Background: an optimization exercise with open tools, aiming at small area. Do not read the settings as production practice.
In this exercise RTL edits were held to simulation tests only and were not proved equivalent to the original.
Power figures rest on the tool's default switching activity, not on a simulated workload.

Design midpoint_ellipse_point_generator_unit, start of the top module:
module midpoint_ellipse_point_generator_unit
#(
	parameter int RADIUS_BITS = 10,
	parameter int COORD_BITS  = 12
) (
	input  wire                          clk,
	input  wire                          arst_n,
	input  wire                          psel,
	input  wire                          penable,
	input  wire                          pwrite,
	input  wire  [2:0]                   paddr,
	input  wire  [31:0]                  pwdata,
	output logic [31:0]                  prdata,
	output logic                         pready,
	input  wire                          item_valid,
	output logic                         item_ready,
	input  wire                          item_command,
	input  wire  [RADIUS_BITS-1:0]       item_radius_x,
	input  wire  [RADIUS_BITS-1:0]       item_radius_y,
	input  wire  signed [COORD_BITS-1:0] item_centre_x,
	input  wire  signed [COORD_BITS-1:0] item_centre_y,
	output logic                         result_valid,
	input  wire                          result_ready,
	output logic signed [COORD_BITS:0]   result_right_x,
	output logic signed [COORD_BITS:0]   result_left_x,
	output logic signed [COORD_BITS:0]   result_upper_y,
	output logic signed [COORD_BITS:0]   result_lower_y,
	output logic                         result_lower_valid,
	output logic                         result_visible,
	output logic                         result_done_res
);
	logic       upper_q;
	logic [7:0] skip_q;
	assign pready = 1'b1;
	always_ff @(posedge clk or negedge arst_n) begin
		if (!arst_n) begin
			upper_q <= 1'b0;
			skip_q  <= '0;
		end else if (psel && penable && pwrite) begin
			if (paddr[2]) begin
				skip_q <= pwdata[7:0];
			end else begin
				upper_q <= pwdata[0];
			end
		end
	end
	assign prdata = paddr[2] ? {24'b0, skip_q} : {31'b0, upper_q};
	logic       h;
	logic [4:0] q;
	logic       l20, c39, c0, q11;
	always_ff @(posedge clk or negedge arst_n) begin
		if (!arst_n) begin
			h <= 1'b0;
			q <= 5'd11;
		end else begin
			q <= (q == 5'd19) ? 5'd0 : q + 5'd1;
			h <= h ^ l20;
		end
	end
	assign l20 = (q == 5'd10);                    
	assign q11 = (q == 5'd11);                    
	assign c39 = h & l20;
	assign c0  = ~h & q11;
	logic c32, cge32, cge33;
  ...
Size: ~180 I/O pins.
export LEC_CHECK = 0
export CAP_MARGIN = 20
export CORE_MARGIN = 2
export CORE_UTILIZATION = 60
export PLACE_DENSITY = 0.7
export SLEW_MARGIN = 20
create_clock -name core_clock -period 11.0 [get_ports {clk}]
standard.sh (not shown) runs the stock make flow with config.mk's settings and CLKGATE_MAP_FILE= SYNTH_SCRIPT=/design/flow/synth_recipe.tcl, a recipe that flattens the netlist after the stock synthesis.
==> flow/flow/run.sh <==
#!/bin/bash
# The standard ORFS layout (standard.sh) with these changes:
#  - synthesis maps the logic with an area-oriented ABC script (flow/abc_area.script);
#    everything else in synthesis, the registers included, is as standard;
#  - ports are buffered with sky130_fd_sc_hd__buf_1;
#  - the clock tree uses clkbuf_8 with sinks clustered, and no dummy loads;
#  - one tie cell per polarity.
# make's output goes to standard.log; each ORFS step logs under orfs/logs.
set -euo pipefail
HERE=$(pwd)
{
  echo "proc abc {args} { set i [lsearch \$args -script]; if {\$i >= 0} { lset args [expr {\$i+1}] $HERE/flow/abc_area.script }; yosys abc {*}\$args }"
  cat synth_recipe.tcl
} > synth_recipe_area.tcl
export BUFFER_PORTS_ARGS="-buffer_cell sky130_fd_sc_hd__buf_1"
export CTS_ARGS="-sink_clustering_enable -repair_clock_nets -buf_list sky130_fd_sc_hd__clkbuf_8 -sink_clustering_size 22 -sink_clustering_max_diameter 35 -dont_use_dummy_load"
export SKIP_REPAIR_TIE_FANOUT=1
bash standard.sh SYNTH_SCRIPT=$HERE/synth_recipe_area.tcl finish > standard.log 2>&1
==> flow/flow/abc_area.script <==
strash
dc2
dch -f
amap
topo
dnsize -c
The first run went through all stages and came out clean.
Next try:
--- a/flow/flow/run.sh
+++ b/flow/flow/run.sh
@@ -16 +16 @@
-export CTS_ARGS="-sink_clustering_enable -repair_clock_nets -buf_list sky130_fd_sc_hd__clkbuf_8 -sink_clustering_size 22 -sink_clustering_max_diameter 35 -dont_use_dummy_load"
+export CTS_ARGS="-sink_clustering_enable -repair_clock_nets -buf_list sky130_fd_sc_hd__clkbuf_8 -sink_clustering_size 18 -sink_clustering_max_diameter 70 -dont_use_dummy_load"
Settings changed: CORE_UTILIZATION 60 to 40, PLACE_DENSITY 0.7 to unset.
Synthesized area does not change.
Clock skew decreases by 0.078 ns.
Flip-flop and latch count stays the same.
Via count decreases by 3.3%.
Worst setup slack degrades by 0.14 ns.
Clock-buffer cell count decreases by 9.
Wire length decreases by 3.4%.
Die area increases by 48%.
Next try:
--- a/flow/flow/run.sh
+++ b/flow/flow/run.sh
@@ -16 +16 @@
-export CTS_ARGS="-sink_clustering_enable -repair_clock_nets -buf_list sky130_fd_sc_hd__clkbuf_8 -sink_clustering_size 18 -sink_clustering_max_diameter 70 -dont_use_dummy_load"
+export CTS_ARGS="-sink_clustering_enable -repair_clock_nets -buf_list sky130_fd_sc_hd__clkbuf_8 -sink_clustering_size 20 -sink_clustering_max_diameter 50 -dont_use_dummy_load"
After rerunning:
- final area grows by 0.45%
- utilization grows by 0.20 points
- via count hardly moves
- non-clock buffer count is unchanged
Next try:
--- a/flow/flow/run.sh
+++ b/flow/flow/run.sh
@@ -16 +16 @@
-export CTS_ARGS="-sink_clustering_enable -repair_clock_nets -buf_list sky130_fd_sc_hd__clkbuf_8 -sink_clustering_size 20 -sink_clustering_max_diameter 50 -dont_use_dummy_load"
+export CTS_ARGS="-sink_clustering_enable -repair_clock_nets -buf_list sky130_fd_sc_hd__clkbuf_8 -sink_clustering_size 20 -sink_clustering_max_diameter 60 -dont_use_dummy_load"
The changed run finished clean.
Hold slack gets better by 0.019 ns.
Worst setup slack degrades by 0.020 ns.
Global-route usage stays flat.
Wire length is lower by 0.42%.
Utilization goes down by 0.20 points.
Sequential power barely changes.
Non-clock buffer count is unchanged.


oak:
midpoint_ellipse_point_generator_unit, a different RTL version from the one above (not shown whole).
For scale: roughly 680 cells after synthesis, roughly 250 flip-flops, roughly 180 I/O pins, ~8200 µm² of cells after synthesis.
Settings: LEC_CHECK=0, CAP_MARGIN=20, CORE_MARGIN=2, CORE_UTILIZATION=40, SLEW_MARGIN=20; clock period 11.0 ns.
==> flow/flow/run.sh <==
#!/bin/bash
# The standard ORFS layout (standard.sh) with these changes:
#  - synthesis maps the logic with an area-oriented ABC script (flow/abc_area.script);
#    everything else in synthesis, the registers included, is as standard;
#  - ports are buffered with sky130_fd_sc_hd__buf_1;
#  - the clock tree uses clkbuf_8 with sinks clustered, and no dummy loads;
#  - one tie cell per polarity.
# make's output goes to standard.log; each ORFS step logs under orfs/logs.
set -euo pipefail
HERE=$(pwd)
{
  echo "proc abc {args} { set i [lsearch \$args -script]; if {\$i >= 0} { lset args [expr {\$i+1}] $HERE/flow/abc_area.script }; yosys abc {*}\$args }"
  cat synth_recipe.tcl
} > synth_recipe_area.tcl
export BUFFER_PORTS_ARGS="-buffer_cell sky130_fd_sc_hd__buf_1"
export CTS_ARGS="-sink_clustering_enable -repair_clock_nets -buf_list sky130_fd_sc_hd__clkbuf_8 -sink_clustering_size 20 -sink_clustering_max_diameter 60 -dont_use_dummy_load"
export SKIP_REPAIR_TIE_FANOUT=1
bash standard.sh SYNTH_SCRIPT=$HERE/synth_recipe_area.tcl finish > standard.log 2>&1
Scripts as last shown in full above: flow/flow/abc_area.script
oak | status: complete | timing, DRC, antenna: pass
Modified inputs, pine compared to oak
==> flow/flow/abc_area.script <==
strash
dc2
dch -f
amap
strash
dch -f
amap
topo
dnsize -c
Findings:
- On initial standard-cell utilization of the core, oak tracks pine almost exactly.
- NOTE: data arrival time of the worst path in pine exceeds that of oak
- pine consumes less power than oak does.
- When pine is set beside oak, its part of the total power dissipated in combinational logic turns out to be 1.3 points smaller.
- Looking at number of library cell types mapped by synthesis across oak and pine, the one that comes out lower is pine.
- Relative to oak, number of instances in the placed design decreased by 12 in pine.
- Summary: shortest clock period the worst path allows after layout, pine worse than oak
- The met2 wire length number comes out lower for oak vs pine.
- Comparing oak with pine, the die extent in x came out essentially unchanged.


Another version of the RTL of midpoint_ellipse_point_generator_unit (not shown whole).
For scale: about 680 cells after synthesis, about 260 flip-flops, ~180 I/O pins, ~8300 sq um of cells after synthesis.
==> flow/config.mk <==
export PLATFORM = sky130hd
export DESIGN_NAME = midpoint_ellipse_point_generator_unit
export DESIGN_NICKNAME = midpoint_ellipse_point_generator_unit
export VERILOG_FILES = /design/flow/design.v
export SDC_FILE = /design/flow/constraint.sdc
export NUM_CORES = 4
export LEC_CHECK = 0
export CAP_MARGIN = 20
export CORE_MARGIN = 2
export CORE_UTILIZATION = 40
export SLEW_MARGIN = 20
==> flow/constraint.sdc <==
create_clock -name core_clock -period 11.0 [get_ports {clk}]
set_input_delay 2.2000 -clock core_clock [delete_from_list [all_inputs] [get_ports {clk}]]
set_output_delay 2.2000 -clock core_clock [all_outputs]
set_load 0.01 [all_outputs]
==> flow/flow/run.sh <==
#!/bin/bash
# The standard ORFS layout (standard.sh) with these changes:
#  - synthesis maps the logic with an area-oriented ABC script (flow/abc_area.script);
#    everything else in synthesis, the registers included, is as standard;
#  - ports are buffered with sky130_fd_sc_hd__buf_1;
#  - the clock tree uses clkbuf_8 with sinks clustered, and no dummy loads;
#  - one tie cell per polarity.
# make's output goes to standard.log; each ORFS step logs under orfs/logs.
set -euo pipefail
HERE=$(pwd)
{
  echo "proc abc {args} { set i [lsearch \$args -script]; if {\$i >= 0} { lset args [expr {\$i+1}] $HERE/flow/abc_area.script }; yosys abc {*}\$args }"
  cat synth_recipe.tcl
} > synth_recipe_area.tcl
export BUFFER_PORTS_ARGS="-buffer_cell sky130_fd_sc_hd__buf_1"
export CTS_ARGS="-sink_clustering_enable -repair_clock_nets -buf_list sky130_fd_sc_hd__clkbuf_16 -sink_clustering_size 30 -sink_clustering_max_diameter 50 -dont_use_dummy_load"
export SKIP_REPAIR_TIE_FANOUT=1
bash standard.sh SYNTH_SCRIPT=$HERE/synth_recipe_area.tcl finish > standard.log 2>&1
==> flow/flow/abc_area.script <==
strash
dc2
dch -f
amap
topo
dnsize -c
==> next run, changes <==
--- a/flow/flow/run.sh
+++ b/flow/flow/run.sh
@@ -15,3 +15,3 @@
 export BUFFER_PORTS_ARGS="-buffer_cell sky130_fd_sc_hd__buf_1"
-export CTS_ARGS="-sink_clustering_enable -repair_clock_nets -buf_list sky130_fd_sc_hd__clkbuf_16 -sink_clustering_size 30 -sink_clustering_max_diameter 50 -dont_use_dummy_load"
+export CTS_ARGS="-sink_clustering_enable -repair_clock_nets -buf_list sky130_fd_sc_hd__clkbuf_8 -sink_clustering_size 20 -sink_clustering_max_diameter 50 -dont_use_dummy_load"
 export SKIP_REPAIR_TIE_FANOUT=1
Result:
- The changed run went through all stages and came out clean
- final area came out lower by 2.2%
- clock skew came out higher by 0.010 ns
- area after synthesis stays the same
- global-route usage hardly moves
- cell count is about the same
- die area does not change
- power came out lower by 7.0%
- register-to-register slack hardly moves
- non-clock buffer count does not change
- via count came out higher by 0.48%
==> next run, changes <==
--- a/flow/flow/run.sh
+++ b/flow/flow/run.sh
@@ -15,3 +15,3 @@
 export BUFFER_PORTS_ARGS="-buffer_cell sky130_fd_sc_hd__buf_1"
-export CTS_ARGS="-sink_clustering_enable -repair_clock_nets -buf_list sky130_fd_sc_hd__clkbuf_8 -sink_clustering_size 20 -sink_clustering_max_diameter 50 -dont_use_dummy_load"
+export CTS_ARGS="-sink_clustering_enable -repair_clock_nets -buf_list sky130_fd_sc_hd__clkbuf_8 -sink_clustering_size 25 -sink_clustering_max_diameter 40 -dont_use_dummy_load"
 export SKIP_REPAIR_TIE_FANOUT=1
What happened: Area after synthesis does not change; sequential power hardly moves; power increases by 1.7%; routed wire length stays flat; critical path depth does not change.

[afterwards: timing with drivers on the ports]
No port has a modelled driver above. Below, the same layouts with a new extraction and two added sets of constraints. Step 1: set_driving_cell puts a clkbuf_16 on clk and a buf_2 on each other input, an assumption about the parent block. Step 2 adds t to the input delays and takes it off the output delays; t is the mean of the earliest and latest rising clock arrival at the registers after step 1. Input paths then give back, and output paths get back, about the clock's delay inside the block. Three values: no drivers, after step 1, after step 2; two values: the first two.
| run | t (ns) | setup WS [ns] | worst setup path at the end | worst register clock-pin slew, ns | worst data-port slew with drivers (ns) |
|---|---|---|---|---|---|
| the first run of note 1 | 0.564 | 4.879 / 4.879 / 4.879 | register to register | 0.12 / 0.12 | 0.05 |
| the second run of note 1 | 0.550 | 4.737 / 4.732 / 4.737 | register to register | 0.12 / 0.12 | 0.06 |
| the third run of note 1 | 0.545 | 4.744 / 4.744 / 4.744 | register to register | 0.11 / 0.11 | 0.06 |
| the fourth run of note 1 | 0.528 | 4.724 / 4.724 / 4.724 | register to register | 0.11 / 0.11 | 0.06 |
| oak | 0.540 | 5.058 / 5.020 / 5.117 | input to register | 0.11 / 0.11 | 0.04 |
| pine | 0.538 | 4.777 / 4.744 / 4.995 | input to register | 0.11 / 0.11 | 0.05 |
| the first run of note 3 | 0.518 | 4.876 / 4.840 / 4.941 | input to register | 0.10 / 0.10 | 0.07 |
| the second run of note 3 | 0.528 | 4.831 / 4.796 / 4.973 | input to register | 0.11 / 0.11 | 0.07 |
| the third run of note 3 | 0.544 | 4.807 / 4.772 / 4.929 | input to register | 0.12 / 0.12 | 0.07 |
After both steps every run listed still meets setup and hold.
